From an optimization exercise on the open Yosys and OpenROAD flow, aimed at small area, a short achievable clock period and few clock cycles per item; shortcuts taken in it are not production practice. Function was checked by simulation only, so behaviour that the tests miss may differ from the original. Power is estimated from default activity; no workload was simulated.

--- flow/design.v ---
package act_pkg;
  typedef enum logic [1:0] {
    ACT_LOOKUP   = 2'd0,
    ACT_INS_RES  = 2'd1,
    ACT_INS_WAIT = 2'd2,
    ACT_TICK     = 2'd3
  } action_t;
  typedef enum logic [2:0] {
    KIND_LOOKUP = 3'd0,
    KIND_INSERT = 3'd1,
    KIND_RESEND = 3'd2,
    KIND_FREED  = 3'd3,
    KIND_TICK   = 3'd4
  } kind_t;
  localparam logic [1:0] ST_FREE = 2'd0;
  localparam logic [1:0] ST_WAIT = 2'd1;
  localparam logic [1:0] ST_RES  = 2'd2;
  localparam logic CFG_TIMEOUT = 1'b0;
  localparam logic CFG_RETRY   = 1'b1;
  typedef enum logic [2:0] {
    S_IDLE,
    S_SCAN,
    S_EMIT,
    S_DONE,
    S_OUT
  } fsm_t;
  typedef struct packed {
    logic start;
    logic step;
    logic apply;
    logic age;
    logic load_out;
    logic [2:0] out_kind;
    logic out_ok;
    logic out_slot;
    logic out_last;
  } cmd_t;
  typedef struct packed {
    logic scan_end;
    logic hit;
    logic act_tick;
  } sts_t;
endpackage
module act_lowest (
  input  logic [15:0] m,
  output logic [15:0] r
);
  logic [15:0] p0, p1, p2, p3;
  assign p0 = m | (m << 1);
  assign p1 = p0 | (p0 << 2);
  assign p2 = p1 | (p1 << 4);
  assign p3 = p2 | (p2 << 8);
  assign r  = m & ~(p3 << 1);
endmodule
module act_add17 (
  input  logic [16:0] a,
  input  logic [16:0] b,
  output logic [16:0] s
);
  assign s = a + b;
endmodule
module act_expired (
  input  logic [16:0] e,
  input  logic [16:0] t,
  output logic        x
);
  logic [15:0] g, p;
  logic [7:0]  g1, p1;
  logic [3:0]  g2, p2;
  logic [1:0]  g3, p3;
  logic        c;
  always_comb begin
    for (int k = 0; k < 16; k++) begin
      g[k] = e[k] && !t[k];
      p[k] = e[k] || !t[k];
    end
    for (int k = 0; k < 8; k++) begin
      g1[k] = g[2*k+1] || (p[2*k+1] && g[2*k]);
      p1[k] = p[2*k+1] && p[2*k];
    end
    for (int k = 0; k < 4; k++) begin
      g2[k] = g1[2*k+1] || (p1[2*k+1] && g1[2*k]);
      p2[k] = p1[2*k+1] && p1[2*k];
    end
    for (int k = 0; k < 2; k++) begin
      g3[k] = g2[2*k+1] || (p2[2*k+1] && g2[2*k]);
      p3[k] = p2[2*k+1] && p2[2*k];
    end
    c = g3[1] || (p3[1] && g3[0]);
  end
  assign x = e[16] ^ !t[16] ^ c;
endmodule
import act_pkg::*;
module arp_cache_table_top #(
  parameter int ENTRIES = 16
) (
  input  logic         clk,
  input  logic         rst,
  input  logic         s_axis_tvalid,
  output logic         s_axis_tready,
  input  logic [119:0] s_axis_tdata,
  output logic         m_axis_tvalid,
  input  logic         m_axis_tready,
  output logic [111:0] m_axis_tdata,
  output logic         m_axis_tlast,
  input  logic         cfg_valid,
  output logic         cfg_ready,
  input  logic [1:0]   cfg_index,
  input  logic [15:0]  cfg_data
);
  localparam int N = 16;
  function automatic logic [N-1:0] above(input logic [N-1:0] m);
    logic [N-1:0] p;
    p = m;
    p = p | (p << 1);
    p = p | (p << 2);
    p = p | (p << 4);
    p = p | (p << 8);
    above = p << 1;
  endfunction
  function automatic logic [3:0] encode(input logic [N-1:0] m);
    logic [3:0] r;
    r = '0;
    for (int i = 0; i < N; i++) if (m[i]) r = r | 4'(i);
    encode = r;
  endfunction
  logic [15:0] timeout_ticks;
  logic [3:0]  retry_limit;
  logic [16:0] tnow;
  logic [1:0]  st   [N];
  logic [16:0] expt [N];
  logic [3:0]  ret  [N];
  logic [15:0] pro  [N];
  logic [31:0] ip   [N];
  logic [47:0] hw   [N];
  logic [3:0]  prt  [N];
  logic [N-1:0] amask;        
  logic [N-1:0] nf;           
  logic         rv, sv;
  logic [117:0] sd;
  logic [101:0] rd;           
  logic [N-1:0] cand;          
  logic [N-1:0] tmask;         
  logic [16:0]  tld;           
  logic [1:0]  r_act;
  logic [15:0] r_pro;
  logic [31:0] r_ip;
  logic [47:0] r_hw;
  logic [3:0]  r_port;
  assign r_act  = rd[1:0];
  assign r_pro  = rd[17:2];
  assign r_ip   = rd[49:18];
  assign r_hw   = rd[97:50];
  assign r_port = rd[101:98];
  logic tact;                 
  logic is_lk, is_ins, is_tick, a_tick;
  assign is_lk   = !tact && r_act == ACT_LOOKUP;
  assign is_tick = r_act == ACT_TICK;
  assign is_ins  = !tact && r_act != ACT_LOOKUP && r_act != ACT_TICK;
  assign a_tick  = tact || (rv && is_tick);
  logic         adv, proc, r_done;
  logic         bv, blast, bok;
  logic         pend, pend_res;    
  logic [N-1:0] bsel;
  logic [2:0]   bkind;
  logic [3:0]   bidx;
  logic [1:0]   bst;
  logic         ov, olast;
  logic [109:0] od;
  assign adv  = !ov || m_axis_tready;
  assign proc   = adv && (rv || tact);
  assign r_done = adv && rv && !tact;
  assign m_axis_tvalid = ov;
  assign m_axis_tdata  = {2'b0, od};
  assign m_axis_tlast  = olast;
  assign cfg_ready     = 1'b1;
  assign s_axis_tready = !sv;
  logic [N-1:0] live, sel, free_m, seli, resend_v, ev, exp_t, cm;
  logic         any, anyi;
  logic [16:0]  tload;
  act_add17 u_tadd (.a(tnow), .b({1'b0, timeout_ticks}), .s(tload));
  always_comb begin
    for (int i = 0; i < N; i++) begin
      live[i]     = st[i] != ST_FREE;
      free_m[i]   = !live[i];
      resend_v[i] = st[i] == ST_WAIT && ret[i] != 4'd0;
    end
  end
  for (genvar gi = 0; gi < N; gi++) begin : g_exp
    act_expired u_exp (.e(expt[gi]), .t(tnow), .x(exp_t[gi]));
  end
  assign ev = tact ? tmask : (live & exp_t);
  assign cm = a_tick ? ev : (cand & live);
  act_lowest u_sel (.m(cm), .r(sel));
  assign any  = |cm;
  assign seli = is_ins ? nf : '0;
  assign anyi = |seli;
  logic [1:0] st_s, newst;
  logic       rs_resend;
  always_comb begin
    st_s      = '0;
    rs_resend = 1'b0;
    for (int i = 0; i < N; i++) begin
      if (sel[i]) begin
        st_s      = st_s | st[i];
        rs_resend = rs_resend | resend_v[i];
      end
    end
  end
  assign newst = (r_act == ACT_INS_RES) ? ST_RES : ST_WAIT;
  logic [2:0] a_kind;
  logic       tick_ev;
  assign tick_ev = a_tick && any;
  always_comb begin
    if (a_tick)      a_kind = any ? (rs_resend ? KIND_RESEND : KIND_FREED) : KIND_TICK;
    else if (is_lk)  a_kind = KIND_LOOKUP;
    else             a_kind = KIND_INSERT;
  end
  logic [99:0] rdslot;
  always_comb begin
    rdslot = '0;
    for (int i = 0; i < N; i++)
      if (bsel[i]) rdslot = rdslot | {prt[i], hw[i], ip[i], pro[i]};
  end
  logic [N-1:0] free_n, amask_n, hi_n, nf_n;
  logic [N-1:0] pfree;
  assign pfree  = {N{pend && !pend_res}} & bsel;
  assign free_n = (free_m & ~({N{proc}} & seli)) | pfree;
  assign amask_n = (proc && anyi) ? above(seli) : amask;
  assign hi_n    = free_n & amask_n;
  logic [N-1:0] nf_hi, nf_lo;
  act_lowest u_nfh (.m(hi_n), .r(nf_hi));
  act_lowest u_nfl (.m(free_n), .r(nf_lo));
  assign nf_n    = (|hi_n) ? nf_hi : nf_lo;
  logic [117:0] in_d;
  logic         in_fire, r_free, r_load;
  logic [47:0]  w_hw;
  assign in_fire = s_axis_tvalid && !sv;
  assign in_d    = sv ? sd : s_axis_tdata[117:0];
  assign r_free  = !rv || r_done;
  assign r_load  = r_free;
  assign w_hw    = (r_act == ACT_INS_RES) ? r_hw : 48'd0;
  logic [1:0]   x_act;
  logic [15:0]  x_pro, x_el;
  logic [31:0]  x_ip;
  logic [16:0]  x_tnow;
  logic         x_same;
  logic [N-1:0] x_cand;
  assign x_act  = in_d[1:0];
  assign x_pro  = in_d[17:2];
  assign x_ip   = in_d[49:18];
  assign x_el   = in_d[117:102];
  act_add17 u_xadd (.a(tnow), .b({1'b0, x_el}), .s(x_tnow));
  assign x_same = r_pro == x_pro && r_ip == x_ip;
  always_comb begin
    for (int i = 0; i < N; i++) begin
      if (x_act == ACT_LOOKUP)
        x_cand[i] = (proc && seli[i]) ? x_same :
                    (pro[i] == x_pro && ip[i] == x_ip);
      else
        x_cand[i] = 1'b0;
    end
  end
  always_ff @(posedge clk) begin
    if (rst) begin
      timeout_ticks <= 16'd600;
      retry_limit   <= 4'd4;
      tnow          <= '0;
      amask         <= '1;
      pend          <= 1'b0;
      tact          <= 1'b0;
      nf            <= 16'd1;
      rv            <= 1'b0;
      sv            <= 1'b0;
      bv            <= 1'b0;
      ov            <= 1'b0;
      for (int i = 0; i < N; i++) st[i] <= ST_FREE;
    end else begin
      if (cfg_valid && cfg_index == 2'd0) timeout_ticks <= cfg_data;
      if (cfg_valid && cfg_index == 2'd1) retry_limit   <= cfg_data[3:0];
      if (r_load) begin
        rv <= sv || in_fire;
        if (sv || in_fire) begin
          rd   <= in_d[101:0];
          cand <= x_cand;
          if (x_act == ACT_TICK) tnow <= x_tnow;
        end
        sv <= 1'b0;
      end else begin
        if (r_free) rv <= 1'b0;
        if (in_fire) begin
          sv <= 1'b1;
          sd <= s_axis_tdata[117:0];
        end
      end
      if (adv) begin
        bv <= proc;
        if (proc) begin
          bsel  <= is_ins ? seli : sel;
          bkind <= a_kind;
          bok   <= (is_lk && any) || anyi;
          bidx  <= encode(sel) | encode(seli);
          bst   <= is_ins ? (anyi ? newst : ST_FREE) : st_s;
          blast <= !tick_ev;
        end
        ov <= bv;
        if (bv) begin
          od    <= {rdslot, bst, bidx, bok, bkind};
          olast <= blast;
        end
      end
      if (adv && a_tick) begin
        tmask <= ev & ~sel;
        tact  <= any;
      end
      pend     <= adv && tick_ev;
      if (r_done && is_tick) tld <= tload;
      pend_res <= rs_resend;
      amask <= amask_n;
      nf    <= nf_n;
      for (int i = 0; i < N; i++) begin
        if (proc && seli[i]) begin
          st[i]   <= newst;
          expt[i] <= tload;
          ret[i]  <= retry_limit;
          pro[i]  <= r_pro;
          ip[i]   <= r_ip;
          hw[i]   <= w_hw;
          prt[i]  <= r_port;
        end
        if (pend && bsel[i]) begin
          if (pend_res) begin
            ret[i]  <= ret[i] - 4'd1;
            expt[i] <= tld;
          end else begin
            st[i] <= ST_FREE;
          end
        end
      end
    end
  end
endmodule
--- flow/run.sh ---
#!/bin/bash
# synth_recipe.tcl (not shown) runs the flow's synth.tcl, then flattens the netlist and writes it again
# the make line also repeats each setting of config.mk as NAME=value (left out here)
make -C /OpenROAD-flow-scripts/flow DESIGN_CONFIG=/design/flow/config.mk WORK_HOME=/design/flow/orfs CLKGATE_MAP_FILE= SYNTH_SCRIPT=/design/flow/synth_recipe.tcl finish
--- flow/constraint.sdc ---
create_clock -name core_clock -period 7.0 [get_ports {clk}]
set_input_delay 1.4000 -clock core_clock [delete_from_list [all_inputs] [get_ports {clk}]]
set_output_delay 1.4000 -clock core_clock [all_outputs]
set_load 0.01 [all_outputs]
--- flow/config.mk ---
export PLATFORM = sky130hd
export DESIGN_NAME = arp_cache_table_top
export DESIGN_NICKNAME = arp_cache_table_top
export VERILOG_FILES = /design/flow/design.v
export SDC_FILE = /design/flow/constraint.sdc
export NUM_CORES = 4
export LEC_CHECK = 0
export CAP_MARGIN = 20
export CORE_MARGIN = 2
export CORE_UTILIZATION = 55
export CTS_CLUSTER_DIAMETER = 100
export CTS_CLUSTER_SIZE = 22
export SETUP_SLACK_MARGIN = 3.0
export SLEW_MARGIN = 20
export SYNTH_HIERARCHICAL = 1
export SYNTH_MINIMUM_KEEP_SIZE = 0
==> metrics.yaml, run 1 <==
timing:
  finalSetupTns_ns: 0
  clock-skew-final_ns: 0.0387
  fin_crit_ns: 4.31
  post-route-period-util_pct: 61.6
  drv_slew: 0
  fmax_mhz: 232
  rsz0062_at_grt: "yes"
  setup_viol: 0
  worst_slew_pin_slew_ns: 1.24
  slew_headroom_pct: 17.6
  finalHoldViolCount: 0
routing:
  drc: 0
  vias_per_cell: 6.98
  wl_per_cell_um: 37.4
  wl_mm: 423
  vias: 78757
  dr.pass1.iters: 7
  wl_met2_mm: 185
  dr.max_layer_used: "met5"
  first_iter_violations: 12542
  route.layer.met1.wl_mm: 159
  ant_nets: 0
  wl_met3_mm: 50.0
synth:
  synthTopCellsByArea: "edfxtp_1, xor2_1, a22o_1"
  ys.flop_type: "edfxtp_1"
  synth.largest_area_cell: "edfxtp_1"
  postSynthCellCount: 8212
  ys_warn_count: 22
  ys_seq_area_share_pct: 64.7
  yosysTopAreaCellShare_pct: 62.8
  synth-seq-cells: 2451
  netlist_area_um2: 112000
  async_flop_share_pct: 0
  synth.avg_cell_area_um2: 13.6
  synth_cell_types: 101
  synth_edf_count: 2344
worst_setup_path:
  r2r-end: "bkind[0]"
  required_ns: 7.59
  r2r_slack_ns: 2.69
  r2r_cells: 18
  worst-setup-path-type: "flop to flop"
  path_buf_inv: 3
  crit_chain: "buf_12 > nor2b_4 > maj3_2 > maj3_2 > a21oi_2 > o2111ai_2 > xnor2_1 > buf_4 > a22oi_2 > o21ai_4 > or4_4 > buf_4 > nor4_4 > nand2_2 > nor3_4 > nor4_2 > nand4_1 > a211oi_1"
  crit_slowest_cell: "or4_4"
  critPathLaunchType: "flop"
  worstPathMaxFanout: 8
  critPathTopFamily: "simple AND/OR/NAND/NOR gates"
  r2r_start: "tnow[10]"
  end_kind: "flop"
  worst_path_largest_cell_delay_ns: 0.62
  worstPathArrival_ns: 4.90
cells_and_area:
  final_core_util_pct: 62.4
  n_fill_cell: 15509
  syn_to_final_growth_pct: 12.7
  fin_nets: 8736
  instances_no_fill: 11290
  layout_common_cells: "edfxtp_1, xor2_1, nand2_1, a22o_1, a221oi_1"
  drive_above_1_share_pct: 12.7
  final_common_cell: "edfxtp_1"
run:
  max-cap-violations: 0
placed_design:
  gp_congestion: 1.09
  hpwl_mm: 267
  dp_cells: 10850
  port-buffer-count: 253
clock_tree:
  clock_latency_ns: 0.86
  numCtsBuffers: 133
  h-tree-depth: 4
  cts_root_buf: "clkbuf_16"
  cts_tree: "done"
  cts.reportedPaths.clkPinSlew_ns: 0.10
  clockBufferDepth: 3
  cts_sinks: 2451
global_route:
  grt_pass1_vias: 73525
  grt_pass1_wl_mm: 579
  grt_use_total_pct: 40.0
  antenna_found_initial: 32
  grt_max_degree: 137
  gr-total-overflow: 0
floorplan:
  initial_core_util_pct: 55.4
  die_w_um: 455
  rows: 165
  die_h_um: 455
  die-area_um2: 207000
  boundaryPins: 259
  core_um2: 202000
power_and_ir_drop:
  leakage_nw: 42.7
  peakVddDrop_uv: 252
  power_density_nw_per_um2: 217
worst_hold_path:
  hold_end: "od[7]"
  hold_depth: 0
  hp-class: "flop to flop"
  hold_start: "bidx[3]"
run_status:
  status: "finished clean"
through the flow:
step / setup WS [ns] / hold WS [ns] / instance area, µm² / total power, W
final: 2.69 / 0.428 / 126000 / 0.0274
after global routing: 2.52 / 0.437 / 126000 / 0.0280
after CTS: 2.68 / 0.427 / 126000 / 0.0273
after detailed placement: 1.28 / 0.406 / 119000 / 0.0188
after global placement: 1.30 / 0.405 / 119000 / 0.0188
after floorplan: 1.73 / 0.400 / 112000 / 0.0178
cell type report:
cell class	count	area [µm²]	share of cell area, %
Sequential cell	2451	72600	57.5
Multi-Input combinational cell	4968	38100	30.2
Timing Repair Buffer	714	7320	5.79
Clock buffer	172	3540	2.80
Tap cell	2672	3340	2.65
Inverter	275	1040	0.827
Clock inverter	26	369	0.292
Antenna cell	12	30.0	0.0238
synthesized netlist by cell type, types with 20 or more instances:
cell,count
nor3_1,112
o21ai_0,346
a22o_1,411
o221ai_1,80
ha_1,48
xor2_1,698
o211ai_1,55
nand2_1,541
a21boi_0,24
buf_1,49
nand4_1,334
nor3b_1,40
nor2_1,219
mux2i_1,277
clkbuf_1,393
xnor2_1,175
a22oi_1,41
o2111ai_1,23
mux2i_2,48
mux2_2,68
edfxtp_1,2344
nand3_1,33
a211oi_1,36
and3_1,53
nor2b_1,41
a21oi_1,150
a31oi_1,71
inv_1,273
dfxtp_1,107
maj3_2,32
and2_1,56
o21bai_1,20
nor4_1,113
buf_2,47
a221oi_1,403
nand2b_1,93
o21a_1,21
state kept, by name, indices dropped and copies added, names as in the netlist, 16 cells and up:
name and flops:
tmask 16, expt 272, st 32, prt 64, rd 102, ip 512
ret 64, tld 17, hw 768, amask 16, nf 16, sd 118
pro 256, bsel 16, od 110, timeout_ticks 16, tnow 17, cand 16
worst max-delay path by stage:
stage / start / to / depth (start not counted)
2_1_floorplan: m_axis_tready / sd[0] / 4
3_3_place_gp: tnow[11] / bst[1] / 19
3_5_place_dp: m_axis_tready / nf[11] / 9
4_1_cts: tnow[10] / bst[1] / 19
5_1_grt: tnow[9] / bst[1] / 20
6_report: tnow[10] / bkind[0] / 18
report_power, final:
part,switching (W),internal [W]
Combinational,0.00155,0.000788
Clock,0.00497,0.00369
Sequential,0.000221,0.0162
Total,0.00675,0.0207
routing by layer:
metal,vias to the layer above,global-route usage [%]
met5,-,0
met4,28,21.4
met3,1095,10.8
met2,5296,59.7
met1,39854,53.7
li1,32484,-
modules after synthesis (local to each module, per instance):
| module | copies in the design | flops+latches |
|---|---|---|
| act_lowest | 3 | 0 |
| arp_cache_table_top | 1 | 2451 |
| act_add17 | 2 | 0 |
| act_expired | 16 | 0 |
what timing repair did:
action | in CTS | in global routing
pin swaps | 49 | 25
resized for setup | 206 | 46
endpoints found under the setup margin | 1098 | 46
buffers inserted | 171 | 53
hold buffers | 0 | 0
gates cloned | 4 | 1
cell families after synthesis:
logic type | count (synthesis) | share of synthesized area, %
AOI/OAI and AO/OA | 1801 | 12.0
other | 2 | 0.00670
and+or+nand+nor | 1794 | 8.67
muxes | 393 | 3.75
buffers and inverters | 799 | 2.93
xor gates and xnor gates | 874 | 6.85
DFF | 2451 | 64.7
adders and majority gates | 98 | 1.04
Testbench counts, summed over its fixed seeds: cycles 4,247, requests 3,200.
==> run 2: changes to the inputs <==
--- a/flow/design.v
+++ b/flow/design.v
@@ -136,8 +136,7 @@
   logic [3:0]  prt  [N];
   logic [N-1:0] amask;        
   logic [N-1:0] nf;           
-  logic         rv, sv;
-  logic [117:0] sd;
+  logic         rv;
   logic [101:0] rd;           
   logic [N-1:0] cand;          
   logic [N-1:0] tmask;         
@@ -160,11 +159,9 @@
   assign a_tick  = tact || (rv && is_tick);
   logic         adv, proc, r_done;
   logic         bv, blast, bok;
-  logic         pend, pend_res;    
+  logic         pend;              
+  logic         b_tick, b_lk, b_any;
   logic [N-1:0] bsel;
-  logic [2:0]   bkind;
-  logic [3:0]   bidx;
-  logic [1:0]   bst;
   logic         ov, olast;
   logic [109:0] od;
   assign adv  = !ov || m_axis_tready;
@@ -174,7 +171,6 @@
   assign m_axis_tdata  = {2'b0, od};
   assign m_axis_tlast  = olast;
   assign cfg_ready     = 1'b1;
-  assign s_axis_tready = !sv;
   logic [N-1:0] live, sel, free_m, seli, resend_v, ev, exp_t, cm;
   logic         any, anyi;
   logic [16:0]  tload;
@@ -195,50 +191,46 @@
   assign any  = |cm;
   assign seli = is_ins ? nf : '0;
   assign anyi = |seli;
-  logic [1:0] st_s, newst;
-  logic       rs_resend;
-  always_comb begin
-    st_s      = '0;
-    rs_resend = 1'b0;
-    for (int i = 0; i < N; i++) begin
-      if (sel[i]) begin
-        st_s      = st_s | st[i];
-        rs_resend = rs_resend | resend_v[i];
-      end
-    end
-  end
+  logic [1:0] newst;
   assign newst = (r_act == ACT_INS_RES) ? ST_RES : ST_WAIT;
-  logic [2:0] a_kind;
   logic       tick_ev;
   assign tick_ev = a_tick && any;
-  always_comb begin
-    if (a_tick)      a_kind = any ? (rs_resend ? KIND_RESEND : KIND_FREED) : KIND_TICK;
-    else if (is_lk)  a_kind = KIND_LOOKUP;
-    else             a_kind = KIND_INSERT;
-  end
   logic [99:0] rdslot;
+  logic [1:0]  st_b;
+  logic        resend_b;
+  logic [2:0]  kind_b;
   always_comb begin
-    rdslot = '0;
+    rdslot   = '0;
+    st_b     = '0;
+    resend_b = 1'b0;
     for (int i = 0; i < N; i++)
-      if (bsel[i]) rdslot = rdslot | {prt[i], hw[i], ip[i], pro[i]};
+      if (bsel[i]) begin
+        rdslot   = rdslot | {prt[i], hw[i], ip[i], pro[i]};
+        st_b     = st_b | st[i];
+        resend_b = resend_b | resend_v[i];
+      end
+    if (b_tick)    kind_b = b_any ? (resend_b ? KIND_RESEND : KIND_FREED) : KIND_TICK;
+    else if (b_lk) kind_b = KIND_LOOKUP;
+    else           kind_b = KIND_INSERT;
   end
   logic [N-1:0] free_n, amask_n, hi_n, nf_n;
-  logic [N-1:0] pfree;
-  assign pfree  = {N{pend && !pend_res}} & bsel;
-  assign free_n = (free_m & ~({N{proc}} & seli)) | pfree;
-  assign amask_n = (proc && anyi) ? above(seli) : amask;
+  logic [N-1:0] wr_i, pfree_a;
+  assign wr_i    = {N{rv}} & seli;
+  assign pfree_a = {N{pend}} & bsel & ~resend_v;
+  assign free_n  = (free_m & ~wr_i) | pfree_a;
+  assign amask_n = (|wr_i) ? above(seli) : amask;
   assign hi_n    = free_n & amask_n;
   logic [N-1:0] nf_hi, nf_lo;
   act_lowest u_nfh (.m(hi_n), .r(nf_hi));
   act_lowest u_nfl (.m(free_n), .r(nf_lo));
   assign nf_n    = (|hi_n) ? nf_hi : nf_lo;
   logic [117:0] in_d;
-  logic         in_fire, r_free, r_load;
+  logic         in_fire, r_free;
   logic [47:0]  w_hw;
-  assign in_fire = s_axis_tvalid && !sv;
-  assign in_d    = sv ? sd : s_axis_tdata[117:0];
-  assign r_free  = !rv || r_done;
-  assign r_load  = r_free;
+  assign r_free        = !rv || r_done;
+  assign s_axis_tready = r_free;
+  assign in_fire       = s_axis_tvalid && r_free;
+  assign in_d          = s_axis_tdata[117:0];
   assign w_hw    = (r_act == ACT_INS_RES) ? r_hw : 48'd0;
   logic [1:0]   x_act;
   logic [15:0]  x_pro, x_el;
@@ -255,7 +247,7 @@
   always_comb begin
     for (int i = 0; i < N; i++) begin
       if (x_act == ACT_LOOKUP)
-        x_cand[i] = (proc && seli[i]) ? x_same :
+        x_cand[i] = wr_i[i] ? x_same :
                     (pro[i] == x_pro && ip[i] == x_ip);
       else
         x_cand[i] = 1'b0;
@@ -271,41 +263,33 @@
       tact          <= 1'b0;
       nf            <= 16'd1;
       rv            <= 1'b0;
-      sv            <= 1'b0;
       bv            <= 1'b0;
       ov            <= 1'b0;
       for (int i = 0; i < N; i++) st[i] <= ST_FREE;
     end else begin
       if (cfg_valid && cfg_index == 2'd0) timeout_ticks <= cfg_data;
       if (cfg_valid && cfg_index == 2'd1) retry_limit   <= cfg_data[3:0];
-      if (r_load) begin
-        rv <= sv || in_fire;
-        if (sv || in_fire) begin
+      if (r_free) begin
+        rv <= in_fire;
+        if (in_fire) begin
           rd   <= in_d[101:0];
           cand <= x_cand;
           if (x_act == ACT_TICK) tnow <= x_tnow;
         end
-        sv <= 1'b0;
-      end else begin
-        if (r_free) rv <= 1'b0;
-        if (in_fire) begin
-          sv <= 1'b1;
-          sd <= s_axis_tdata[117:0];
-        end
       end
       if (adv) begin
         bv <= proc;
         if (proc) begin
           bsel  <= is_ins ? seli : sel;
-          bkind <= a_kind;
-          bok   <= (is_lk && any) || anyi;
-          bidx  <= encode(sel) | encode(seli);
-          bst   <= is_ins ? (anyi ? newst : ST_FREE) : st_s;
-          blast <= !tick_ev;
+          bok    <= (is_lk && any) || anyi;
+          blast  <= !tick_ev;
+          b_tick <= a_tick;
+          b_lk   <= is_lk;
+          b_any  <= any;
         end
         ov <= bv;
         if (bv) begin
-          od    <= {rdslot, bst, bidx, bok, bkind};
+          od    <= {rdslot, st_b, encode(bsel), bok, kind_b};
           olast <= blast;
         end
       end
@@ -313,11 +297,12 @@
         tmask <= ev & ~sel;
         tact  <= any;
       end
-      pend     <= adv && tick_ev;
+      if (adv) pend <= tick_ev;
       if (r_done && is_tick) tld <= tload;
-      pend_res <= rs_resend;
-      amask <= amask_n;
-      nf    <= nf_n;
+      if (adv) begin
+        amask <= amask_n;
+        nf    <= nf_n;
+      end
       for (int i = 0; i < N; i++) begin
         if (proc && seli[i]) begin
           st[i]   <= newst;
@@ -328,8 +313,8 @@
           hw[i]   <= w_hw;
           prt[i]  <= r_port;
         end
-        if (pend && bsel[i]) begin
-          if (pend_res) begin
+        if (pend && adv && bsel[i]) begin
+          if (resend_v[i]) begin
             ret[i]  <= ret[i] - 4'd1;
             expt[i] <= tld;
           end else begin
==> flow/flow/run.sh (new file) <==
#!/bin/bash
# Layout flow: the standard ORFS layout (standard.sh), with two changes
# to how cells are chosen: ports are buffered with buf_4 cells instead of
# the slow delay cell the standard flow picks, and timing repair may resize
# a cell to one of another footprint. Everything else, synthesis included,
# is the standard flow's.
set -euo pipefail
cd "$(dirname "$0")/.."
sed 's|"\${@:-finish}"|MATCH_CELL_FOOTPRINT=0 "BUFFER_PORTS_ARGS=-buffer_cell sky130_fd_sc_hd__buf_4" "${@:-finish}"|' \
  standard.sh > standard_mod.sh
grep -q 'MATCH_CELL_FOOTPRINT=0' standard_mod.sh
bash standard_mod.sh > flow_make.log 2>&1
==> flow/standard.sh (new file) <==
#!/bin/bash
# synth_recipe.tcl (not shown) runs the flow's synth.tcl, then flattens the netlist and writes it again
# the make line also repeats each setting of config.mk as NAME=value (left out here)
make -C /OpenROAD-flow-scripts/flow DESIGN_CONFIG=/design/flow/config.mk WORK_HOME=/design/flow/orfs CLKGATE_MAP_FILE= SYNTH_SCRIPT=/design/flow/synth_recipe.tcl "${@:-finish}"
--- a/flow/config.mk
+++ b/flow/config.mk
@@ -10,7 +10,7 @@
 export CORE_UTILIZATION = 55
 export CTS_CLUSTER_DIAMETER = 100
 export CTS_CLUSTER_SIZE = 22
-export SETUP_SLACK_MARGIN = 3.0
+export SETUP_SLACK_MARGIN = 3.6
 export SLEW_MARGIN = 20
 export SYNTH_HIERARCHICAL = 1
 export SYNTH_MINIMUM_KEEP_SIZE = 0
removed: flow/run.sh
==> run 2 against run 1 <==
  * Cell count shrank 5.0%
  * Maximum frequency grew 15%
  * Critical path depth shrank 2
  * Synthesized area shrank 4.7%
  * Largest power group unchanged
  * Synthesized cell count shrank 3.2%
  * Power shrank 6.1%
  * Still clean
==> metrics.yaml, run 2 <==
routing:
  wl_mm: 414
  ant_nets: 0
  first_iter_violations: 11958
  vias: 75722
  wl_per_cell_um: 38.6
  drc: 0
  vias_per_cell: 7.06
  dr.pass1.iters: 9
worst_setup_path:
  worstPathArrival_ns: 4.34
  worst_path_largest_cell_delay_ns: 0.56
  worstPathMaxFanout: 7
  crit_slowest_cell: "or4_4"
  worst_path_most_repeated_cell: "buf_12"
  r2r_slack_ns: 3.25
  crit_chain: "buf_12 > buf_12 > nor2b_4 > maj3_2 > maj3_2 > a21oi_4 > o2111ai_4 > xnor2_4 > a22oi_2 > o21ai_1 > buf_4 > or4_4 > buf_12 > buf_12 > nor4_4 > a21oi_1"
  r2r_start: "tnow[10]"
  end_kind: "flop"
  r2r-end: "tmask[14]"
  r2r_cells: 16
  required_ns: 7.59
  worst-setup-path-type: "flop to flop"
  critPathLaunchType: "flop"
global_route:
  grt_use_total_pct: 40.7
  antenna_found_initial: 30
  grt_pass1_vias: 69768
  grt_pass1_wl_mm: 563
  grt_max_degree: 141
  gr-total-overflow: 0
synth:
  synth_cell_types: 88
  yosysMostFrequentCell: "edfxtp_1"
  ys_warn_count: 22
  muxShareOfSynthArea_pct: 2.77
  synth_compound_area_share_pct: 13.1
  yosys.area_share.simple_pct: 8.37
  yosysTopAreaCellShare_pct: 62.4
  synth_top_family_by_area: "compound AO/OA/AOI/OAI gates"
  synth.avg_cell_area_um2: 13.4
  synthAdderAreaFrac_pct: 1.09
  postSynthCellCount: 7948
  synth-seq-cells: 2325
  synthXorXnorAreaFrac_pct: 7.16
  synthTopCellsByArea: "edfxtp_1, xnor2_1, a221oi_1"
  async_flop_share_pct: 0
  synth.largest_area_cell: "edfxtp_1"
  ys_seq_area_share_pct: 64.4
  synth_commonest_cells: "edfxtp_1, xnor2_1, nand2_1"
  netlist_area_um2: 107000
  synth_edf_count: 2219
  ys.flop_type: "edfxtp_1"
placed_design:
  port-buffer-count: 253
  post-place-ws_ns: 2.32
  hpwl_mm: 253
  gp_congestion: 1.09
  dp_cells: 10380
clock_tree:
  cts_tree: "done"
  clockBufferDepth: 3
  h-tree-depth: 3
  cts.reportedPaths.clkPinSlew_ns: 0.10
  clock_latency_ns: 0.90
  cts_root_buf: "clkbuf_16"
  cts_hold_buffers: 0
  numCtsBuffers: 119
  cts_sinks: 2325
floorplan:
  rows: 161
  die_h_um: 445
  die_w_um: 445
  boundaryPins: 259
  initial_core_util_pct: 55.4
  core_um2: 193000
  die-area_um2: 198000
timing:
  drv_slew: 0
  post-route-period-util_pct: 53.6
  rsz0062_at_grt: "yes"
  fmax_mhz: 267
  finalHoldViolCount: 0
  clock-skew-final_ns: 0.0998
  fin_crit_ns: 3.75
  finalSetupTns_ns: 0
  layout_setup_ws_ns: 3.25
  slew_headroom_pct: 9.10
  setup_viol: 0
  worst_slew_pin_slew_ns: 1.36
cells_and_area:
  fin_nets: 8321
  layout_common_cells: "edfxtp_1, xnor2_1, nand2_1, buf_4, o21ai_0"
  top_regs: "hw: 768 flops, ip: 512 flops, expt: 272 flops"
  n_fill_cell: 14913
  syn_to_final_growth_pct: 11.3
  instances_no_fill: 10722
  largest_reg_flops: 768
  top_register: "hw"
  final_common_cell: "edfxtp_1"
  drive_above_1_share_pct: 13.3
power_and_ir_drop:
  power_density_nw_per_um2: 217
  leakage_nw: 39.4
  peakVddDrop_uv: 230
worst_hold_path:
  hold_end: "amask[0]"
  hp-class: "flop to flop"
  hold_depth: 2
  hold_start: "amask[0]"
run:
  max-cap-violations: 0
run_status:
  status: "finished clean"
==> run 2: cell count changes after synthesis, sizes merged, moves of 42 or more <==
cell	change
xor2	-486
xnor2	+484
nor2	-69
edfxtp	-125
o21ai	+86
a31oi	-48
nor3	-42
mux2	-68
==> run 2: power breakdown <==
part,internal [W],switching (W),total (W)
logic,0.000746,0.00155,0.00230
registers,0.0154,0.000243,0.0156
clock network,0.00319,0.00463,0.00781
total,0.0193,0.00642,0.0257
==> run 2: critical path: cells and delay by family, from the launching register on <==
| family | cells | cell delay, ns |
|---|---|---|
| adders and majority gates | 2 | 0.65 |
| and+or+nand+nor | 3 | 0.80 |
| DFF | 1 | 0.38 |
| buffers and inverters | 5 | 0.73 |
| xor gates and xnor gates | 1 | 0.25 |
| AOI/OAI and AO/OA | 5 | 0.67 |
==> run 2: how the worst max path moves through the flow <==
stage,startpoint,endpoint,slack [ns],depth (start not counted)
floorplan,m_axis_tready,hw[10][0],2.83,7
global placement,s_axis_tdata[33],cand[14],2.30,7
detailed placement,s_axis_tdata[33],cand[5],2.32,7
CTS,tnow[10],tmask[6],3.27,16
global route,tnow[10],tmask[14],3.20,15
finish,tnow[10],tmask[14],3.25,16
==> run 2: stage by stage <==
step / hold WS (ns) / instance area [µm²] / utilization [%] / power [W]
after floorplan: 0.400 / 107000 / - / 0.0170
after global placement: 0.441 / 112000 / 58.2 / 0.0180
after detailed placement: 0.460 / 112000 / 58.2 / 0.0180
after CTS: 0.475 / 118000 / 61.2 / 0.0256
after global routing: 0.495 / 119000 / 61.7 / 0.0263
final: 0.481 / 119000 / 61.7 / 0.0257
==> run 2: cell families after synthesis <==
logic type                 after synthesis
buffers and inverters                  831
other                                    2
adders and majority gates               98
xor gates and xnor gates               872
AOI/OAI and AO/OA                     1885
muxes                                  296
and+or+nand+nor                       1639
DFF                                   2325
==> run 2: layer usage <==
layer  vias up  global-route usage (%)  wire, µm
li1      31125                       -         -
met1     38234                    53.3    149000
met2      5222                    62.1    185000
met3      1121                    9.56     48500
met4        20                    24.5     31700
met5         -                       0       127
==> run 2: Yosys stat by module, one instance, submodules excluded <==
module / flops+latches / times used
arp_cache_table_top: 2325 / 1
act_expired: 0 / 16
act_add17: 0 / 2
act_lowest: 0 / 3
==> run 2: layout make-up <==
cell class	count	area [µm²]	area share [%]
flip-flops and latches	2325	68800	57.9
multi-input cells	4796	36200	30.5
repair buffers	604	6180	5.20
well taps	2526	3160	2.66
clock buffers	152	3120	2.63
inverters	282	1070	0.904
clock inverters	16	274	0.230
diodes	21	52.6	0.0442
==> run 2: repair_timing <==
item / in CTS / in global routing
resized for setup: 226 / 78
setup endpoints to repair: 2137 / 1000
buffers inserted: 103 / 25
gates cloned: 17 / 8
pin swaps: 85 / 30
Testbench counts of run 2, summed over its fixed seeds: cycles 4,247, requests 3,200.
==> run 3: changes to the inputs <==
--- a/flow/config.mk
+++ b/flow/config.mk
@@ -5,12 +5,12 @@
 export SDC_FILE = /design/flow/constraint.sdc
 export NUM_CORES = 4
 export LEC_CHECK = 0
-export CAP_MARGIN = 20
+export CAP_MARGIN = 30
 export CORE_MARGIN = 2
 export CORE_UTILIZATION = 55
 export CTS_CLUSTER_DIAMETER = 100
 export CTS_CLUSTER_SIZE = 22
 export SETUP_SLACK_MARGIN = 3.6
-export SLEW_MARGIN = 20
+export SLEW_MARGIN = 40
 export SYNTH_HIERARCHICAL = 1
 export SYNTH_MINIMUM_KEEP_SIZE = 0
==> run 3 against run 2 <==
  * Synthesized cell count unchanged
  * Clock skew decreased by 0.0050 ns
  * First-iteration DRC count decreased by 1.2%
  * Sequential power about the same
  * Clock power about the same
  * Largest power group unchanged
==> metrics.yaml, run 3 <==
power_and_ir_drop:
  peakVddDrop_uv: 227
  leakage_nw: 39.6
  power_density_nw_per_um2: 216
  finalPower_w: 0.0257
timing:
  setup_viol: 0
  fmax_mhz: 267
  drv_slew: 0
  fin_hold_ws_ns: 0.483
  finalSetupTns_ns: 0
  slew_headroom_pct: 34.2
  post-route-period-util_pct: 53.5
  fin_crit_ns: 3.75
  finalHoldViolCount: 0
  rsz0062_at_grt: "yes"
  clock-skew-final_ns: 0.0948
  worst_slew_pin_slew_ns: 0.980
cells_and_area:
  multi_input_area_um2: 36400
  n_fill_cell: 14865
  final_common_cell: "edfxtp_1"
  fin_nets: 8333
  top_regs: "hw: 768 flops, ip: 512 flops, expt: 272 flops"
  largest_reg_flops: 768
  top_register: "hw"
  layout.area.seq_um2: 68800
  drive_above_1_share_pct: 13.8
  syn_to_final_growth_pct: 11.7
  layout_common_cells: "edfxtp_1, xnor2_1, nand2_1, buf_4, o21ai_0"
global_route:
  antenna_found_initial: 29
  use_met3_pct: 9.31
  busiest_layer: "met2"
  grt_max_degree: 141
  grt_pass1_wl_mm: 563
  grt_pass1_vias: 69777
  use_met1_pct: 53.2
  grt_use_total_pct: 40.8
  grt_use_met2_pct: 62.2
  gr-total-overflow: 0
routing:
  ant_nets: 0
  vias_per_cell: 7.06
  wl_mm: 413
  vias: 75761
  dr.pass1.iters: 6
  drc: 0
  wl_per_cell_um: 38.4
  first_iter_violations: 11814
synth:
  synth_cell_types: 88
  yosysTopAreaCellShare_pct: 62.4
  netlist_area_um2: 107000
  postSynthCellCount: 7948
  synth.avg_cell_area_um2: 13.4
  synth-seq-cells: 2325
  synth_commonest_cells: "edfxtp_1, xnor2_1, nand2_1"
  async_flop_share_pct: 0
  ys_seq_area_share_pct: 64.4
  synth_edf_count: 2219
  ys.flop_type: "edfxtp_1"
  ys_warn_count: 22
  yosysMostFrequentCell: "edfxtp_1"
  synthTopCellsByArea: "edfxtp_1, xnor2_1, a221oi_1"
  synth.largest_area_cell: "edfxtp_1"
worst_setup_path:
  worst-setup-path-type: "flop to flop"
  required_ns: 7.60
  end_kind: "flop"
  worstPathMaxFanout: 9
  r2r_slack_ns: 3.25
  worstPathArrival_ns: 4.35
  critPathLaunchType: "flop"
floorplan:
  die_w_um: 445
  boundaryPins: 259
  core_um2: 193000
  rows: 161
  initial_core_util_pct: 55.4
  die-area_um2: 198000
  die_h_um: 445
clock_tree:
  cts_root_buf: "clkbuf_16"
  h-tree-depth: 3
  cts_sinks: 2325
  clockBufferDepth: 3
  cts_hold_buffers: 0
  numCtsBuffers: 118
  clock_latency_ns: 0.90
  cts_tree: "done"
  cts.reportedPaths.clkPinSlew_ns: 0.10
worst_hold_path:
  hp-class: "flop to flop"
run:
  max-cap-violations: 0
placed_design:
  gp_congestion: 1.09
  hpwl_mm: 260
  port-buffer-count: 253
run_status:
  status: "finished clean"
[run 3: cell counts after synthesis]
No cell type changed its count.
[run 3: worst paths after layout]
| path | depth (start not counted) | start | end |
|---|---|---|---|
| max | 15 | tnow[10] | tmask[6] |
| min | 2 | amask[0] | amask[0] |
| max reg2reg | 15 | tnow[10] | tmask[6] |
| min reg2reg | 2 | amask[0] | amask[0] |
[run 3: cell families after synthesis]
group,synth area share [%]
flip-flops,64.4
AO/OA/AOI/OAI,13.1
AND/OR/NAND/NOR,8.37
XOR/XNOR,7.16
buffers and inverters,3.08
multiplexers,2.77
adder cells (fa/ha/maj),1.09
other,0.00703
[run 3: final cells by class]
cell class                 instances  area share, %
clock buffer                     153           2.60
clock inverter                    13          0.211
sequential                      2325           57.7
tap                             2526           2.65
multi-input combinational       4795           30.5
antenna                           22         0.0461
timing repair buffer             618           5.43
inverter                         282          0.897
[run 3: layer usage]
| layer | share of wire [%] | routed length, µm | vias up |
|---|---|---|---|
| met1 | 36 | 149000 | 38274 |
| li1 | - | - | 31155 |
| met3 | 11 | 46700 | 1101 |
| met2 | 45 | 185000 | 5217 |
| met5 | 0.019 | 78 | - |
| met4 | 7.8 | 32000 | 14 |
[run 3: critical path, stage by stage (launching register included)]
cell       delay (ns)
dfxtp_4          0.37
buf_12           0.18
buf_4            0.16
nor2b_4          0.03
maj3_2           0.31
maj3_2           0.34
a21oi_4          0.15
o2111ai_4        0.19
xnor2_4          0.22
a22oi_2          0.19
o21ai_2          0.14
or4_4            0.60
buf_12           0.17
buf_4            0.14
nor4b_4          0.24
a21oi_1          0.07
[run 3: per-stage QoR]
| step | setup slack, ns | std cells | util (%) | cell area [µm²] |
|---|---|---|---|---|
| after floorplan | 2.83 | 7951 | - | 107000 |
| after global routing | 3.20 | 10723 | 61.9 | 119000 |
| final | 3.25 | 10734 | 61.9 | 119000 |
| after global placement | 2.30 | 10379 | 58.2 | 112000 |
| after detailed placement | 2.42 | 10408 | 58.6 | 113000 |
| after CTS | 3.31 | 10670 | 61.3 | 118000 |
[run 3: what timing repair did]
action / CTS / global route
setup endpoints to repair: 1926 / 1061
gates resized for setup: 175 / 97
pin swaps: 53 / 16
gates cloned: 18 / 7
buffers inserted: 78 / 33
[run 3: power breakdown]
part           switching, W  total (W)  internal [W]
clock network       0.00462    0.00778       0.00315
logic               0.00156    0.00231      0.000754
registers          0.000239     0.0156        0.0154
total               0.00642     0.0257        0.0193
[run 3: modules after synthesis, one instance, submodules excluded]
| module | area, µm² | flops+latches | times used | cells |
|---|---|---|---|---|
| act_lowest | 236 | 0 | 3 | 31 |
| arp_cache_table_top | 99000 | 2325 | 1 | 6837 |
| act_expired | 333 | 0 | 16 | 49 |
| act_add17 | 900 | 0 | 2 | 117 |
==> run 4: changes to the inputs <==
--- a/flow/design.v
+++ b/flow/design.v
@@ -171,7 +171,7 @@
   assign m_axis_tdata  = {2'b0, od};
   assign m_axis_tlast  = olast;
   assign cfg_ready     = 1'b1;
-  logic [N-1:0] live, sel, free_m, seli, resend_v, ev, exp_t, cm;
+  logic [N-1:0] live, sel, free_m, seli, resend_v, exp_t, cm, cm_early;
   logic         any, anyi;
   logic [16:0]  tload;
   act_add17 u_tadd (.a(tnow), .b({1'b0, timeout_ticks}), .s(tload));
@@ -185,8 +185,10 @@
   for (genvar gi = 0; gi < N; gi++) begin : g_exp
     act_expired u_exp (.e(expt[gi]), .t(tnow), .x(exp_t[gi]));
   end
-  assign ev = tact ? tmask : (live & exp_t);
-  assign cm = a_tick ? ev : (cand & live);
+  logic first_tick;
+  assign first_tick = rv && !tact && is_tick;
+  assign cm_early   = tact ? tmask : (is_tick ? '0 : (cand & live));
+  assign cm         = cm_early | ({N{first_tick}} & live & exp_t);
   act_lowest u_sel (.m(cm), .r(sel));
   assign any  = |cm;
   assign seli = is_ins ? nf : '0;
@@ -294,7 +296,7 @@
         end
       end
       if (adv && a_tick) begin
-        tmask <= ev & ~sel;
+        tmask <= cm & ~sel;
         tact  <= any;
       end
       if (adv) pend <= tick_ev;
--- a/flow/config.mk
+++ b/flow/config.mk
@@ -10,7 +10,7 @@
 export CORE_UTILIZATION = 55
 export CTS_CLUSTER_DIAMETER = 100
 export CTS_CLUSTER_SIZE = 22
-export SETUP_SLACK_MARGIN = 3.6
+export SETUP_SLACK_MARGIN = 3.8
 export SLEW_MARGIN = 40
 export SYNTH_HIERARCHICAL = 1
 export SYNTH_MINIMUM_KEEP_SIZE = 0
==> run 4 against run 3 <==
  * Sequential share of layout area fell by 0.82 points
  * Design area up 1.5%
  * Critical path type unchanged
  * Register-to-register slack improved by 0.13 ns
  * Maximum frequency grew 3.7%
  * Core utilization up 0.96 points
  * Routed wire length is 1.4% higher
  * Synthesized cell count about the same
  * Die area is 0.14% lower
  * Global-route usage increased by 0.48 points
  * Flip-flop and latch count unchanged
  * Sequential power about the same
  * Hold slack worse by 0.049 ns
==> metrics.yaml, run 4 <==
global_route:
  grt_max_degree: 103
  grt_pass1_wl_mm: 567
  grt_use_total_pct: 41.2
  grt_pass1_vias: 69888
  gr-total-overflow: 0
  antenna_found_initial: 27
synth:
  synth_commonest_cells: "edfxtp_1, xnor2_1, nand2_1"
  postSynthCellCount: 7953
  synth-seq-cells: 2325
  ys_warn_count: 22
  synthTopCellsByArea: "edfxtp_1, xnor2_1, a221oi_1"
  async_flop_share_pct: 0
  synth.avg_cell_area_um2: 13.4
  netlist_area_um2: 107000
  synth.largest_area_cell: "edfxtp_1"
  yosysTopAreaCellShare_pct: 62.5
  ys.flop_type: "edfxtp_1"
  yosysMostFrequentCell: "edfxtp_1"
  synth_edf_count: 2219
  synth_cell_types: 88
  ys_seq_area_share_pct: 64.5
routing:
  dr.pass1.iters: 6
  wl_mm: 419
  wl_per_cell_um: 38.6
  vias_per_cell: 7.05
  vias: 76463
  first_iter_violations: 11993
  ant_nets: 0
  drc: 0
worst_setup_path:
  crit_slowest_cell: "or4_4"
  critPathLaunchType: "flop"
  required_ns: 7.60
  critPathTopFamily: "simple AND/OR/NAND/NOR gates"
  crit_chain: "buf_12 > buf_12 > nor2b_4 > maj3_2 > maj3_2 > a21oi_2 > o2111ai_2 > xnor2_2 > a22oi_2 > o21ai_4 > or4_4 > buf_4 > nor4_4 > nor2b_1"
  worst-setup-path-type: "flop to flop"
  worstPathMaxFanout: 7
  end_kind: "flop"
  worst_path_largest_cell_delay_ns: 0.61
  path_buf_inv: 3
  worstPathArrival_ns: 4.21
cells_and_area:
  drive_above_1_share_pct: 15.8
  fin_nets: 8440
  top_register: "hw"
  instances_no_fill: 10844
  layout_common_cells: "edfxtp_1, xnor2_1, buf_4, nand2_1, a221oi_1"
  top_regs: "hw: 768 flops, ip: 512 flops, expt: 272 flops"
  largest_reg_flops: 768
  syn_to_final_growth_pct: 13.5
  final_common_cell: "edfxtp_1"
timing:
  slew_headroom_pct: 26.1
  fin_crit_ns: 3.61
  post-route-period-util_pct: 51.6
  worst_slew_pin_slew_ns: 1.10
  fmax_mhz: 277
  finalHoldViolCount: 0
  clock-skew-final_ns: 0.0526
  finalSetupTns_ns: 0
  drv_slew: 0
  setup_viol: 0
  rsz0062_at_grt: "yes"
clock_tree:
  h-tree-depth: 3
  clockBufferDepth: 3
  cts_hold_buffers: 0
  cts_tree: "done"
  cts_root_buf: "clkbuf_16"
  cts.reportedPaths.clkPinSlew_ns: 0.10
  clock_latency_ns: 0.86
  cts_sinks: 2325
  numCtsBuffers: 117
placed_design:
  hpwl_mm: 262
  dp_cells: 10440
  gp_congestion: 1.07
  port-buffer-count: 253
floorplan:
  die_h_um: 444
  die-area_um2: 197000
  die_w_um: 444
  boundaryPins: 259
  core_um2: 193000
  initial_core_util_pct: 55.4
  rows: 161
power_and_ir_drop:
  power_density_nw_per_um2: 214
  leakage_nw: 40.3
  finalPower_w: 0.0259
  p_seq_share_pct: 60.3
  peakVddDrop_uv: 227
  p_int_w: 0.0194
  combinationalPowerShare_pct: 9.4
  swShare_pct: 24.9
  netSwitchingPower_w: 0.00645
  power_frac_clock_pct: 30.3
run:
  max-cap-violations: 0
run_status:
  status: "finished clean"
worst_hold_path:
  hp-class: "flop to flop"
-- run 4: logic make-up (layout without fill, tap and decap cells) --
kind of cell / after synthesis / count (layout) / share of synthesized area (%)
mux: 284 / 284 / 2.67
compound gates: 1828 / 1829 / 12.9
flops: 2325 / 2325 / 64.5
fa+ha+maj: 98 / 98 / 1.09
xor+xnor: 871 / 871 / 7.15
other cells: 2 / 18 / 0.00704
simple gates: 1713 / 1717 / 8.66
buf+inv: 832 / 1176 / 3.05
-- run 4: layout make-up --
type,instances,area (µm²)
tap,2526,3160
clock buffer,164,3160
clock inverter,13,216
timing repair buffer,714,7590
antenna,13,32.5
fill,14596,71500
inverter,285,1090
sequential,2325,68800
multi-input combinational,4804,37000
-- run 4: path summary, 6_finish.rpt --
check	startpoint	endpoint	slack, ns	depth (start not counted)
min reg2reg	bok	od[3]	0.43	0
max	tnow[10]	tmask[12]	3.39	14
max reg2reg	tnow[10]	tmask[12]	3.39	14
min	bok	od[3]	0.43	0
-- run 4: worst register-to-register path, cell delays in order, from the launching register on --
cell	delay, ns
dfxtp_4	0.40
buf_12	0.20
buf_12	0.18
nor2b_4	0.05
maj3_2	0.30
maj3_2	0.32
a21oi_2	0.12
o2111ai_2	0.17
xnor2_2	0.21
a22oi_2	0.19
o21ai_4	0.12
or4_4	0.61
buf_4	0.18
nor4_4	0.20
nor2b_1	0.09
-- run 4: what timing repair did --
action                      CTS  global route
resized for setup           272           179
setup endpoints to repair  2029          1084
buffers inserted            104            74
cloned                       28             7
pin swaps                    81            85
-- run 4: power by group through the flow --
stage | registers [W] | logic, W | clock network (W)
after floorplan | 0.0159 | 0.00118 | 0
after global placement | 0.0159 | 0.00202 | 0
after detailed placement | 0.0160 | 0.00207 | 0
after CTS | 0.0156 | 0.00225 | 0.00784
after global routing | 0.0156 | 0.00250 | 0.00828
final | 0.0156 | 0.00244 | 0.00783
-- run 4: per-stage QoR --
step / util, % / hold WS [ns] / cell area [µm²] / worst slack [ns]
6_report: 62.9 / 0.434 / 121000 / 3.39
2_1_floorplan: - / 0.400 / 107000 / 2.86
5_1_grt: 62.8 / 0.435 / 121000 / 3.33
3_3_place_gp: 58.3 / 0.430 / 112000 / 2.07
3_5_place_dp: 58.7 / 0.407 / 113000 / 2.17
4_1_cts: 62.0 / 0.431 / 119000 / 3.45
-- run 4: metal layers --
layer / global-route usage, % / wire length, µm / up-vias
met5: 0 / 125 / -
met4: 27.1 / 34900 / 20
met3: 9.68 / 49100 / 1298
met2: 62.1 / 185000 / 5381
met1: 53.7 / 149000 / 38450
li1: - / - / 31314
-- run 4: per-module statistics from Yosys, one instance, submodules excluded --
module,area (µm²),copies in the design,cells,flops+latches
act_expired,333,16,49,0
act_lowest,236,3,31,0
arp_cache_table_top,98800,1,6842,2325
act_add17,900,2,117,0
Testbench counts of run 4, summed over its fixed seeds: cycles 4,247, requests 3,200.
==> run 5: changes to the inputs <==
--- a/flow/config.mk
+++ b/flow/config.mk
@@ -10,7 +10,7 @@
 export CORE_UTILIZATION = 55
 export CTS_CLUSTER_DIAMETER = 100
 export CTS_CLUSTER_SIZE = 22
-export SETUP_SLACK_MARGIN = 3.8
+export SETUP_SLACK_MARGIN = 3.6
 export SLEW_MARGIN = 40
 export SYNTH_HIERARCHICAL = 1
 export SYNTH_MINIMUM_KEEP_SIZE = 0
==> run 5 against run 4 <==
  * Critical path depth is 1 lower
  * Hold slack worse by 0.00079 ns
  * Clock-buffer cell count stayed put
  * Maximum frequency is 0.14% lower
  * Power is 0.31% lower
  * Synthesized area stayed put
  * Routed wire length is 0.97% lower
==> metrics.yaml, run 5 <==
global_route:
  grt_pass1_vias: 69603
  gr-total-overflow: 0
  grt_pass1_wl_mm: 565
  grt_max_degree: 103
  antenna_found_initial: 26
  grt_use_total_pct: 41.0
cells_and_area:
  drive_above_1_share_pct: 14.3
  syn_to_final_growth_pct: 12.3
  layout_common_cells: "edfxtp_1, xnor2_1, nand2_1, buf_4, a221oi_1"
  largest_reg_flops: 768
  final_common_cell: "edfxtp_1"
  top_register: "hw"
  top_regs: "hw: 768 flops, ip: 512 flops, expt: 272 flops"
  fin_nets: 8364
  instances_no_fill: 10766
clock_tree:
  clock_latency_ns: 0.87
  cts_root_buf: "clkbuf_16"
  numCtsBuffers: 117
  cts_tree: "done"
  clockBufferDepth: 3
  cts.reportedPaths.clkPinSlew_ns: 0.09
  cts_sinks: 2325
  h-tree-depth: 3
worst_hold_path:
  hp-class: "flop to flop"
routing:
  wl_per_cell_um: 38.5
  vias_per_cell: 7.04
  wl_mm: 414
  ant_nets: 0
  drc: 0
  first_iter_violations: 11900
  vias: 75746
  dr.pass1.iters: 6
power_and_ir_drop:
  peakVddDrop_uv: 226
  p_seq_share_pct: 60.5
  netSwitchingPower_w: 0.00642
  power_density_nw_per_um2: 215
  swShare_pct: 24.9
  power_frac_clock_pct: 30.3
  leakage_nw: 39.6
  p_int_w: 0.0194
  combinationalPowerShare_pct: 9.1
placed_design:
  hpwl_mm: 262
  dp_cells: 10440
  post-place-ws_ns: 2.17
  port-buffer-count: 253
  gp_congestion: 1.07
floorplan:
  boundaryPins: 259
  die-area_um2: 197000
  die_h_um: 444
  core_um2: 193000
  rows: 161
  die_w_um: 444
  initial_core_util_pct: 55.4
worst_setup_path:
  critPathLaunchType: "flop"
  end_kind: "flop"
  required_ns: 7.60
  worst-setup-path-type: "flop to flop"
  worstPathArrival_ns: 4.22
  worstPathMaxFanout: 7
synth:
  synth_cell_types: 88
  synth.largest_area_cell: "edfxtp_1"
  ys.flop_type: "edfxtp_1"
  yosysMostFrequentCell: "edfxtp_1"
  synth-seq-cells: 2325
  netlist_area_um2: 107000
  postSynthCellCount: 7953
  ys_seq_area_share_pct: 64.5
  synth_commonest_cells: "edfxtp_1, xnor2_1, nand2_1"
  ys_warn_count: 22
  synth.avg_cell_area_um2: 13.4
  synthTopCellsByArea: "edfxtp_1, xnor2_1, a221oi_1"
  yosysTopAreaCellShare_pct: 62.5
  async_flop_share_pct: 0
  synth_edf_count: 2219
timing:
  setup_viol: 0
  fmax_mhz: 277
  drv_slew: 0
  clock-skew-final_ns: 0.0548
  fin_crit_ns: 3.62
  layout_setup_ws_ns: 3.38
  rsz0062_at_grt: "yes"
  slew_headroom_pct: 26.1
  post-route-period-util_pct: 51.7
  finalSetupTns_ns: 0
  worst_slew_pin_slew_ns: 1.11
  finalHoldViolCount: 0
run_status:
  status: "finished clean"
run:
  max-cap-violations: 0
-- run 5: changes by cell type in the layout (fill, tap and decap cells not counted), moves of 6 or more --
| cell | before | now |
|---|---|---|
| buf_4 | 524 | 479 |
| buf_6 | 43 | 30 |
| nor4_1 | 92 | 102 |
| buf_12 | 87 | 80 |
| a32o_1 | 3 | 9 |
| a32o_2 | 7 | 1 |
| nand3_1 | 53 | 59 |
-- run 5: path summary, 6_finish.rpt --
path | to | slack, ns | start | cells after the start
min reg2reg | od[3] | 0.43 | bok | 0
max | tmask[12] | 3.38 | tnow[10] | 13
min | od[3] | 0.43 | bok | 0
max reg2reg | tmask[12] | 3.38 | tnow[10] | 13
-- run 5: metal layers --
layer  track usage [%]  part of all wire [%]  wire length, µm
met4              26.1                   7.9            32900
met5                 0                 0.016               65
met1              53.2                    36           149000
met3              10.0                    11            47600
met2              62.2                    45           185000
-- run 5: power by group through the flow --
stage               Sequential (W)  Combinational, W  Clock [W]
finish                      0.0156           0.00236    0.00782
CTS                         0.0156           0.00221    0.00784
global route                0.0156           0.00241    0.00828
detailed placement          0.0160           0.00207          0
global placement            0.0159           0.00202          0
floorplan                   0.0159           0.00118          0
-- run 5: logic make-up (layout without fill, tap and decap cells) --
| kind of cell | Yosys count | after routing | synth area share (%) |
|---|---|---|---|
| simple gates | 1713 | 1716 | 8.66 |
| xor+xnor | 871 | 871 | 7.15 |
| buf+inv | 832 | 1102 | 3.05 |
| flops | 2325 | 2325 | 64.5 |
| fa+ha+maj | 98 | 98 | 1.09 |
| mux | 284 | 284 | 2.67 |
| compound gates | 1828 | 1828 | 12.9 |
| other cells | 2 | 16 | 0.00704 |
-- run 5: modules after synthesis, one instance, submodules excluded --
module | copies in the design | flops+latches | cells
act_expired | 16 | 0 | 49
arp_cache_table_top | 1 | 2325 | 6842
act_add17 | 2 | 0 | 117
act_lowest | 3 | 0 | 31
-- run 5: stage by stage --
stage	hold WS [ns]	total power, W	utilization [%]	area [µm²]
global placement	0.430	0.0180	58.3	112000
global route	0.435	0.0263	62.2	120000
CTS	0.431	0.0257	61.6	119000
finish	0.433	0.0258	62.2	120000
floorplan	0.400	0.0170	-	107000
detailed placement	0.407	0.0180	58.7	113000
-- run 5: worst max-delay path, stage by stage (launching register included) --
cell	delay, ns
dfxtp_4	0.40
buf_12	0.17
buf_4	0.14
nor2b_4	0.03
maj3_2	0.30
maj3_2	0.31
a21oi_2	0.16
o2111ai_4	0.21
xnor2_4	0.24
a22oi_2	0.21
o21ai_2	0.15
or4_4	0.61
nor4_4	0.34
nor2b_1	0.09
-- run 5: cell type report --
type	instances	area [µm²]
clock buffer	164	3160
antenna	11	27.5
inverter	285	1080
sequential	2325	68800
fill	14748	72800
clock inverter	13	216
timing repair buffer	640	6730
multi-input combinational	4802	36600
tap	2526	3160
-- run 5: what timing repair did --
action,in CTS,in global routing
setup endpoints to repair,1937,591
cloned,22,2
gates resized for setup,216,109
pin swaps,68,53
setup buffers,73,40
hold buffers,0,0

## what the ideal ports hide
No port has a modelled driver above. Below, the same layouts with a new extraction and two added sets of constraints.
Step 1, drivers: a clkbuf_16 drives clk and a buf_2 each remaining input, both assumed.
Step 2 moves the port delays by t, midway between the first and last clock arrival at a register: inputs arrive t later, outputs are due t later. That takes back most of the time a late clock gives input paths.
a / b / c = ideal / step 1 / step 2; a / b = the first two.
run	t, ns	setup WS [ns]	hold WS [ns]	worst setup path at the end	slew at the worst register clock pin (ns)
run 1	0.939	2.690 / 2.690 / 2.000	0.428 / 0.428 / 0.428	input to register	0.11 / 0.11
run 2	0.944	3.251 / 3.251 / 2.444	0.481 / 0.481 / 0.481	input to register	0.11 / 0.11
run 3	0.942	3.255 / 3.255 / 2.384	0.483 / 0.483 / 0.483	input to register	0.11 / 0.11
run 4	0.927	3.388 / 3.388 / 2.602	0.434 / 0.434 / 0.434	input to register	0.11 / 0.11
run 5	0.936	3.384 / 3.384 / 2.571	0.433 / 0.433 / 0.433	input to register	0.11 / 0.11
After both steps every run listed still meets setup and hold. The setup slack of run 3, which loses most, moves by 0.000 ns with the drivers and by -0.871 ns with both steps.
